Context: an optimization exercise on an open-source flow, tuned for a short achievable clock period and few clock cycles. The choices shown serve that exercise and are no tape-out recipe. Where RTL was checked, it was by simulation tests only, not by an equivalence proof against the original. No activity file was given, so power comes from the tool's default toggle rates.

== build 30 ==
==> flow/design.v <==
package risc8_pkg;
	typedef logic [7:0] byte_t;
	typedef logic [15:0] opcode_t;
	typedef logic [15:0] pc_t;
	typedef logic [15:0] addr_t;
	typedef logic [4:0] reg_sel_t;
	typedef logic [4:0] flags_t;
	localparam int FLAG_C = 0;
	localparam int FLAG_Z = 1;
	localparam int FLAG_N = 2;
	localparam int FLAG_V = 3;
	localparam int FLAG_S = 4;
endpackage
module risc8_alu
(
	input  logic              op_sub,
	input  logic              op_and,
	input  logic              op_or,
	input  logic              op_eor,
	input  logic              op_mov,
	input  logic              use_carry,
	input  risc8_pkg::byte_t  a,
	input  risc8_pkg::byte_t  b,
	input  risc8_pkg::flags_t flags_in,
	output risc8_pkg::byte_t  result,
	output risc8_pkg::flags_t flags_out
);
	logic cin;
	risc8_pkg::byte_t bx;
	logic [8:0] wide;
	logic arith;
	logic zero;
	logic v;
	assign cin = use_carry & flags_in[risc8_pkg::FLAG_C];
	assign bx = op_sub ? ~b : b;
	assign wide = {1'b0, a} + {1'b0, bx} + 9'(cin ^ op_sub);
	assign arith = ~(op_and | op_or | op_eor | op_mov);
	always_comb begin
		if (op_and)
			result = a & b;
		else if (op_or)
			result = a | b;
		else if (op_eor)
			result = a ^ b;
		else if (op_mov)
			result = b;
		else
			result = wide[7:0];
	end
	assign zero = (result == 8'h00);
	assign v = arith & (a[7] == bx[7]) & (wide[7] != a[7]);
	always_comb begin
		flags_out = flags_in;
		if (arith)
			flags_out[risc8_pkg::FLAG_C] = wide[8] ^ op_sub;
		flags_out[risc8_pkg::FLAG_Z] = (op_sub & use_carry) ? (zero & flags_in[risc8_pkg::FLAG_Z]) : zero;
		flags_out[risc8_pkg::FLAG_N] = result[7];
		flags_out[risc8_pkg::FLAG_V] = v;
		flags_out[risc8_pkg::FLAG_S] = result[7] ^ v;
	end
endmodule
module risc8_regs
(
	input  logic               clk,
	input  risc8_pkg::reg_sel_t sel_a,
	input  risc8_pkg::reg_sel_t sel_b,
	output risc8_pkg::byte_t    reg_a,
	output risc8_pkg::byte_t    reg_b,
	input  risc8_pkg::reg_sel_t wr_sel,
	input  risc8_pkg::byte_t    wr_data,
	input  logic                wr_en
);
	logic [255:0] rf;
	always_ff @(posedge clk) begin
		for (int i = 0; i < 32; i++)
			if (wr_en && wr_sel == 5'(i))
				rf[i*8 +: 8] <= wr_data;
	end
	assign reg_a = rf[sel_a*8 +: 8];
	assign reg_b = rf[sel_b*8 +: 8];
endmodule
module risc8_decode
(
	input  risc8_pkg::opcode_t  ir,
	output logic                is_alu,
	output logic                is_imm,
	output logic                is_rjmp,
	output logic                is_br,
	output logic                is_out,
	output logic                op_sub,
	output logic                op_and,
	output logic                op_or,
	output logic                op_eor,
	output logic                op_mov,
	output logic                use_carry,
	output logic                store,
	output logic                set_flags,
	output risc8_pkg::reg_sel_t sel_a,
	output risc8_pkg::reg_sel_t sel_b
);
	logic reg_hit;
	always_comb begin
		reg_hit = 1'b1;
		is_imm = 1'b1;
		op_sub = 1'b0;
		op_and = 1'b0;
		op_or = 1'b0;
		op_eor = 1'b0;
		op_mov = 1'b0;
		use_carry = 1'b0;
		store = 1'b1;
		case (ir[15:10])
			6'b000011: ;                                         
			6'b000111: use_carry = 1'b1;                         
			6'b000110: op_sub = 1'b1;                            
			6'b000010: begin op_sub = 1'b1; use_carry = 1'b1; end   
			6'b000101: begin op_sub = 1'b1; store = 1'b0; end    
			6'b000001: begin op_sub = 1'b1; use_carry = 1'b1; store = 1'b0; end   
			6'b001000: op_and = 1'b1;
			6'b001001: op_eor = 1'b1;
			6'b001010: op_or = 1'b1;
			6'b001011: op_mov = 1'b1;
			default: reg_hit = 1'b0;
		endcase
		case (ir[15:12])
			4'b0011: begin op_sub = 1'b1; store = 1'b0; end      
			4'b0100: begin op_sub = 1'b1; use_carry = 1'b1; end  
			4'b0101: op_sub = 1'b1;                              
			4'b0110: op_or = 1'b1;                               
			4'b0111: op_and = 1'b1;                              
			4'b1110: op_mov = 1'b1;                              
			default: is_imm = 1'b0;
		endcase
	end
	assign is_alu = reg_hit | is_imm;
	assign set_flags = is_alu & ~op_mov;
	assign is_rjmp = (ir[15:12] == 4'b1100);
	assign is_br = (ir[15:11] == 5'b11110);
	assign is_out = (ir[15:11] == 5'b10111);
	assign sel_a = {ir[8] | is_imm, ir[7:4]};
	assign sel_b = {ir[9], ir[3:0]};
endmodule
module risc8_execute
(
	input  risc8_pkg::flags_t flags,
	input  logic [2:0]        sel,
	input  logic              clr,
	output logic              taken
);
	logic bit_val;
	always_comb begin
		case (sel)
			3'd0: bit_val = flags[0];
			3'd1: bit_val = flags[1];
			3'd2: bit_val = flags[2];
			3'd3: bit_val = flags[3];
			3'd4: bit_val = flags[4];
			default: bit_val = 1'b0;
		endcase
	end
	assign taken = bit_val ^ clr;
endmodule
module risc8_core
(
	input  logic    clk,
	input  logic    reset,
	output risc8_pkg::pc_t     pc,
	input  risc8_pkg::opcode_t cdata,
	output risc8_pkg::addr_t   data_addr,
	output logic    data_wen,
	output risc8_pkg::byte_t   data_write
);
	risc8_pkg::pc_t fpc;
	logic s1_v;
	logic halt;
	risc8_pkg::opcode_t ir;
	logic ir_v;
	risc8_pkg::pc_t ir_pc1;
	logic [1:0] skip;
	logic e_sub;
	logic e_and;
	logic e_or;
	logic e_eor;
	logic e_mov;
	logic e_carry;
	logic e_store;
	logic e_setf;
	logic e_out;
	risc8_pkg::reg_sel_t e_dst;
	risc8_pkg::byte_t e_a;
	risc8_pkg::byte_t e_b;
	logic [5:0] e_io;
	logic e_br;
	logic [2:0] e_br_sel;
	logic e_br_clr;
	logic e_br_short;
	logic [1:0] e_br_off;
	risc8_pkg::pc_t e_target;
	risc8_pkg::flags_t sreg;
	logic e_hit;
	risc8_pkg::opcode_t e_tw0;
	risc8_pkg::opcode_t e_tw1;
	localparam int HIST = 12;
	risc8_pkg::opcode_t hist [HIST];
	logic [4:0] hist_cnt;
	logic inj1;
	risc8_pkg::opcode_t inj_w;
	logic w_store;
	risc8_pkg::reg_sel_t w_dst;
	risc8_pkg::byte_t w_res;
	logic is_alu;
	logic is_imm;
	logic is_rjmp;
	logic is_br;
	logic is_out;
	logic op_sub;
	logic op_and;
	logic op_or;
	logic op_eor;
	logic op_mov;
	logic use_carry;
	logic store;
	logic set_flags;
	risc8_pkg::reg_sel_t sel_a;
	risc8_pkg::reg_sel_t sel_b;
	risc8_pkg::byte_t rf_a;
	risc8_pkg::byte_t rf_b;
	risc8_pkg::byte_t alu_res;
	risc8_pkg::flags_t alu_flags;
	logic taken;
	logic e_jump;
	logic e_redirect;
	logic e_annul;
	logic kill_d;
	logic e_inject;
	logic [6:0] hidx;
	logic d_hit;
	logic d_v;
	risc8_pkg::pc_t offset;
	risc8_pkg::pc_t target;
	risc8_pkg::pc_t br_target;
	logic jump;
	logic short_jump;
	logic redirect;
	logic self_jump;
	risc8_decode decode (
		.ir(ir),
		.is_alu(is_alu),
		.is_imm(is_imm),
		.is_rjmp(is_rjmp),
		.is_br(is_br),
		.is_out(is_out),
		.op_sub(op_sub),
		.op_and(op_and),
		.op_or(op_or),
		.op_eor(op_eor),
		.op_mov(op_mov),
		.use_carry(use_carry),
		.store(store),
		.set_flags(set_flags),
		.sel_a(sel_a),
		.sel_b(sel_b)
	);
	risc8_regs regs (
		.clk(clk),
		.sel_a(sel_a),
		.sel_b(sel_b),
		.reg_a(rf_a),
		.reg_b(rf_b),
		.wr_sel(w_dst),
		.wr_data(w_res),
		.wr_en(w_store)
	);
	risc8_alu alu (
		.op_sub(e_sub),
		.op_and(e_and),
		.op_or(e_or),
		.op_eor(e_eor),
		.op_mov(e_mov),
		.use_carry(e_carry),
		.a(e_a),
		.b(e_b),
		.flags_in(sreg),
		.result(alu_res),
		.flags_out(alu_flags)
	);
	risc8_execute cond (
		.flags(sreg),
		.sel(e_br_sel),
		.clr(e_br_clr),
		.taken(taken)
	);
	assign e_jump = e_br & taken;
	assign e_annul = e_jump & e_br_short & (e_br_off != 2'd0);
	assign e_redirect = e_jump & ~e_br_short;
	assign e_inject = e_redirect & e_hit;
	assign kill_d = (skip != 2'd0) | e_annul | e_redirect;
	assign d_v = ir_v & ~kill_d;
	assign offset = {{4{ir[11]}}, ir[11:0]};
	assign target = ir_pc1 + offset;
	assign br_target = ir_pc1 + {{9{ir[9]}}, ir[9:3]};
	assign jump = d_v & is_rjmp;
	assign short_jump = (offset[15:2] == 14'd0) & (offset[1:0] != 2'd3);
	assign redirect = e_redirect | (jump & ~short_jump);
	assign hidx = ~ir[9:3] - 7'd1;
	assign d_hit = ir[9] && hidx >= 7'd1 && hidx < 7'(HIST) && hidx < 7'(hist_cnt);
	assign self_jump = d_v & is_rjmp & (ir[11:0] == 12'hfff);
	assign pc = fpc;
	assign data_wen = e_out;
	assign data_write = e_a;
	assign data_addr = {9'd0, e_io[5], ~e_io[5], e_io[4:0]};
	always_ff @(posedge clk) begin
		if (reset) begin
			fpc <= '0;
			s1_v <= 1'b0;
			inj1 <= 1'b0;
			hist_cnt <= 5'd0;
			halt <= 1'b0;
			ir_v <= 1'b0;
			skip <= 2'd0;
			e_store <= 1'b0;
			w_store <= 1'b0;
			e_setf <= 1'b0;
			e_out <= 1'b0;
			e_br <= 1'b0;
			sreg <= '0;
		end else begin
			if (halt)
				fpc <= fpc;
			else if (e_inject)
				fpc <= e_target + 16'd2;
			else if (e_redirect)
				fpc <= e_target;
			else if (redirect)
				fpc <= target;
			else
				fpc <= fpc + 16'd1;
			s1_v <= ~redirect & ~halt;
			halt <= halt | self_jump;
			ir_v <= e_inject | ((s1_v | inj1) & ~redirect & ~halt);
			inj1 <= e_inject;
			if (redirect)
				hist_cnt <= 5'd0;
			else if (ir_v && hist_cnt != 5'(HIST))
				hist_cnt <= hist_cnt + 5'd1;
			if (e_annul)
				skip <= e_br_off - 2'(ir_v);
			else if (jump & short_jump)
				skip <= offset[1:0];
			else if (ir_v && skip != 2'd0)
				skip <= skip - 2'd1;
			e_br <= d_v & is_br;
			e_store <= d_v & is_alu & store;
			w_store <= e_store;
			e_setf <= d_v & set_flags;
			e_out <= d_v & is_out;
			if (e_setf)
				sreg <= alu_flags;
		end
	end
	always_ff @(posedge clk) begin
		if (e_inject) begin
			ir <= e_tw0;
			ir_pc1 <= e_target + 16'd1;
		end else begin
			ir <= inj1 ? inj_w : cdata;
			ir_pc1 <= fpc;
		end
		inj_w <= e_tw1;
		if (ir_v) begin
			hist[0] <= ir;
			for (int i = 1; i < HIST; i++)
				hist[i] <= hist[i-1];
		end
		e_hit <= d_hit;
		e_tw0 <= hist[hidx[3:0]];
		e_tw1 <= hist[hidx[3:0] - 4'd1];
		e_sub <= op_sub;
		e_and <= op_and;
		e_or <= op_or;
		e_eor <= op_eor;
		e_mov <= op_mov;
		e_carry <= use_carry;
		e_dst <= sel_a;
		e_io <= {ir[10:9], ir[3:0]};
		e_br_sel <= ir[2:0];
		e_br_clr <= ir[10];
		e_br_short <= ~ir[9] & (ir[8:5] == 4'd0);
		e_br_off <= ir[4:3];
		e_target <= br_target;
		w_dst <= e_dst;
		w_res <= alu_res;
		if (e_store && e_dst == sel_a)
			e_a <= alu_res;
		else if (w_store && w_dst == sel_a)
			e_a <= w_res;
		else
			e_a <= rf_a;
		if (is_imm)
			e_b <= {ir[11:8], ir[3:0]};
		else if (e_store && e_dst == sel_b)
			e_b <= alu_res;
		else if (w_store && w_dst == sel_b)
			e_b <= w_res;
		else
			e_b <= rf_b;
	end
endmodule
clock: 9.0 ns
lec_check: 0
abc_clock_period_in_ps: 2500
cap_margin: 20
core_margin: 2
core_utilization: 40
setup_slack_margin: 5
slew_margin: 20
run.sh (not shown) runs the stock make flow with config.mk's settings and CLKGATE_MAP_FILE= SYNTH_SCRIPT=/design/flow/synth_recipe.tcl, a recipe that flattens the netlist after the stock synthesis.
Build 30 has completed all stages; timing, DRC and antenna checks passed.
Testbench counts of build 30, summed over its fixed seeds: cycles 20,637.
> inputs changed (build 30 -> trial 58)
--- a/flow/design.v
+++ b/flow/design.v
@@ -198,12 +198,4 @@
 	risc8_pkg::pc_t e_target;
 	risc8_pkg::flags_t sreg;
-	logic e_hit;
-	risc8_pkg::opcode_t e_tw0;
-	risc8_pkg::opcode_t e_tw1;
-	localparam int HIST = 12;
-	risc8_pkg::opcode_t hist [HIST];
-	logic [4:0] hist_cnt;
-	logic inj1;
-	risc8_pkg::opcode_t inj_w;
 	logic w_store;
 	risc8_pkg::reg_sel_t w_dst;
@@ -233,7 +225,4 @@
 	logic e_annul;
 	logic kill_d;
-	logic e_inject;
-	logic [6:0] hidx;
-	logic d_hit;
 	logic d_v;
 	risc8_pkg::pc_t offset;
@@ -294,5 +283,4 @@
 	assign e_annul = e_jump & e_br_short & (e_br_off != 2'd0);
 	assign e_redirect = e_jump & ~e_br_short;
-	assign e_inject = e_redirect & e_hit;
 	assign kill_d = (skip != 2'd0) | e_annul | e_redirect;
 	assign d_v = ir_v & ~kill_d;
@@ -303,6 +291,4 @@
 	assign short_jump = (offset[15:2] == 14'd0) & (offset[1:0] != 2'd3);
 	assign redirect = e_redirect | (jump & ~short_jump);
-	assign hidx = ~ir[9:3] - 7'd1;
-	assign d_hit = ir[9] && hidx >= 7'd1 && hidx < 7'(HIST) && hidx < 7'(hist_cnt);
 	assign self_jump = d_v & is_rjmp & (ir[11:0] == 12'hfff);
 	assign pc = fpc;
@@ -314,6 +300,4 @@
 			fpc <= '0;
 			s1_v <= 1'b0;
-			inj1 <= 1'b0;
-			hist_cnt <= 5'd0;
 			halt <= 1'b0;
 			ir_v <= 1'b0;
@@ -328,6 +312,4 @@
 			if (halt)
 				fpc <= fpc;
-			else if (e_inject)
-				fpc <= e_target + 16'd2;
 			else if (e_redirect)
 				fpc <= e_target;
@@ -338,10 +320,5 @@
 			s1_v <= ~redirect & ~halt;
 			halt <= halt | self_jump;
-			ir_v <= e_inject | ((s1_v | inj1) & ~redirect & ~halt);
-			inj1 <= e_inject;
-			if (redirect)
-				hist_cnt <= 5'd0;
-			else if (ir_v && hist_cnt != 5'(HIST))
-				hist_cnt <= hist_cnt + 5'd1;
+			ir_v <= s1_v & ~redirect & ~halt;
 			if (e_annul)
 				skip <= e_br_off - 2'(ir_v);
@@ -360,20 +337,6 @@
 	end
 	always_ff @(posedge clk) begin
-		if (e_inject) begin
-			ir <= e_tw0;
-			ir_pc1 <= e_target + 16'd1;
-		end else begin
-			ir <= inj1 ? inj_w : cdata;
-			ir_pc1 <= fpc;
-		end
-		inj_w <= e_tw1;
-		if (ir_v) begin
-			hist[0] <= ir;
-			for (int i = 1; i < HIST; i++)
-				hist[i] <= hist[i-1];
-		end
-		e_hit <= d_hit;
-		e_tw0 <= hist[hidx[3:0]];
-		e_tw1 <= hist[hidx[3:0] - 4'd1];
+		ir <= cdata;
+		ir_pc1 <= fpc;
 		e_sub <= op_sub;
 		e_and <= op_and;
## What came out
Number of tap cells added at floorplan: lower on trial 58
Going from build 30 to trial 58, average footprint of a synthesized cell moved up, number of vias per cell went down by about 0.5%, clock network power decreased by about 46% relative to the old numbers, die area saw a decrease.
Build 30 vs trial 58, slowest library cell on the worst path: sky130_fd_sc_hd__dfxtp_4 vs sky130_fd_sc_hd__dfxtp_1
Function not checked in trial 58: the RTL went through the layout flow alone.

[what the ideal ports hide]
The flow's constraints put no driver on any port. The routed layouts listed below were extracted and timed again, unchanged, in two steps.
Step 1: set_driving_cell puts a clkbuf_16 on clk and a buf_2 on each other input, an assumption about the parent block.
Step 2 also shifts input and output timing later by t, the mid clock arrival at the registers, as if the neighbouring blocks saw the same clock.
Three values: no drivers, after step 1, after step 2; two values: the first two.
run	t, ns	slack for setup (ns)	worst register clock-pin slew, ns	pins driven straight from the clock port
build 30	0.679	5.169 / 5.169 / 5.169	0.06 / 0.06	1
trial 58	0.590	5.357 / 5.357 / 5.357	0.06 / 0.06	1
After both steps every run listed still meets setup and hold.
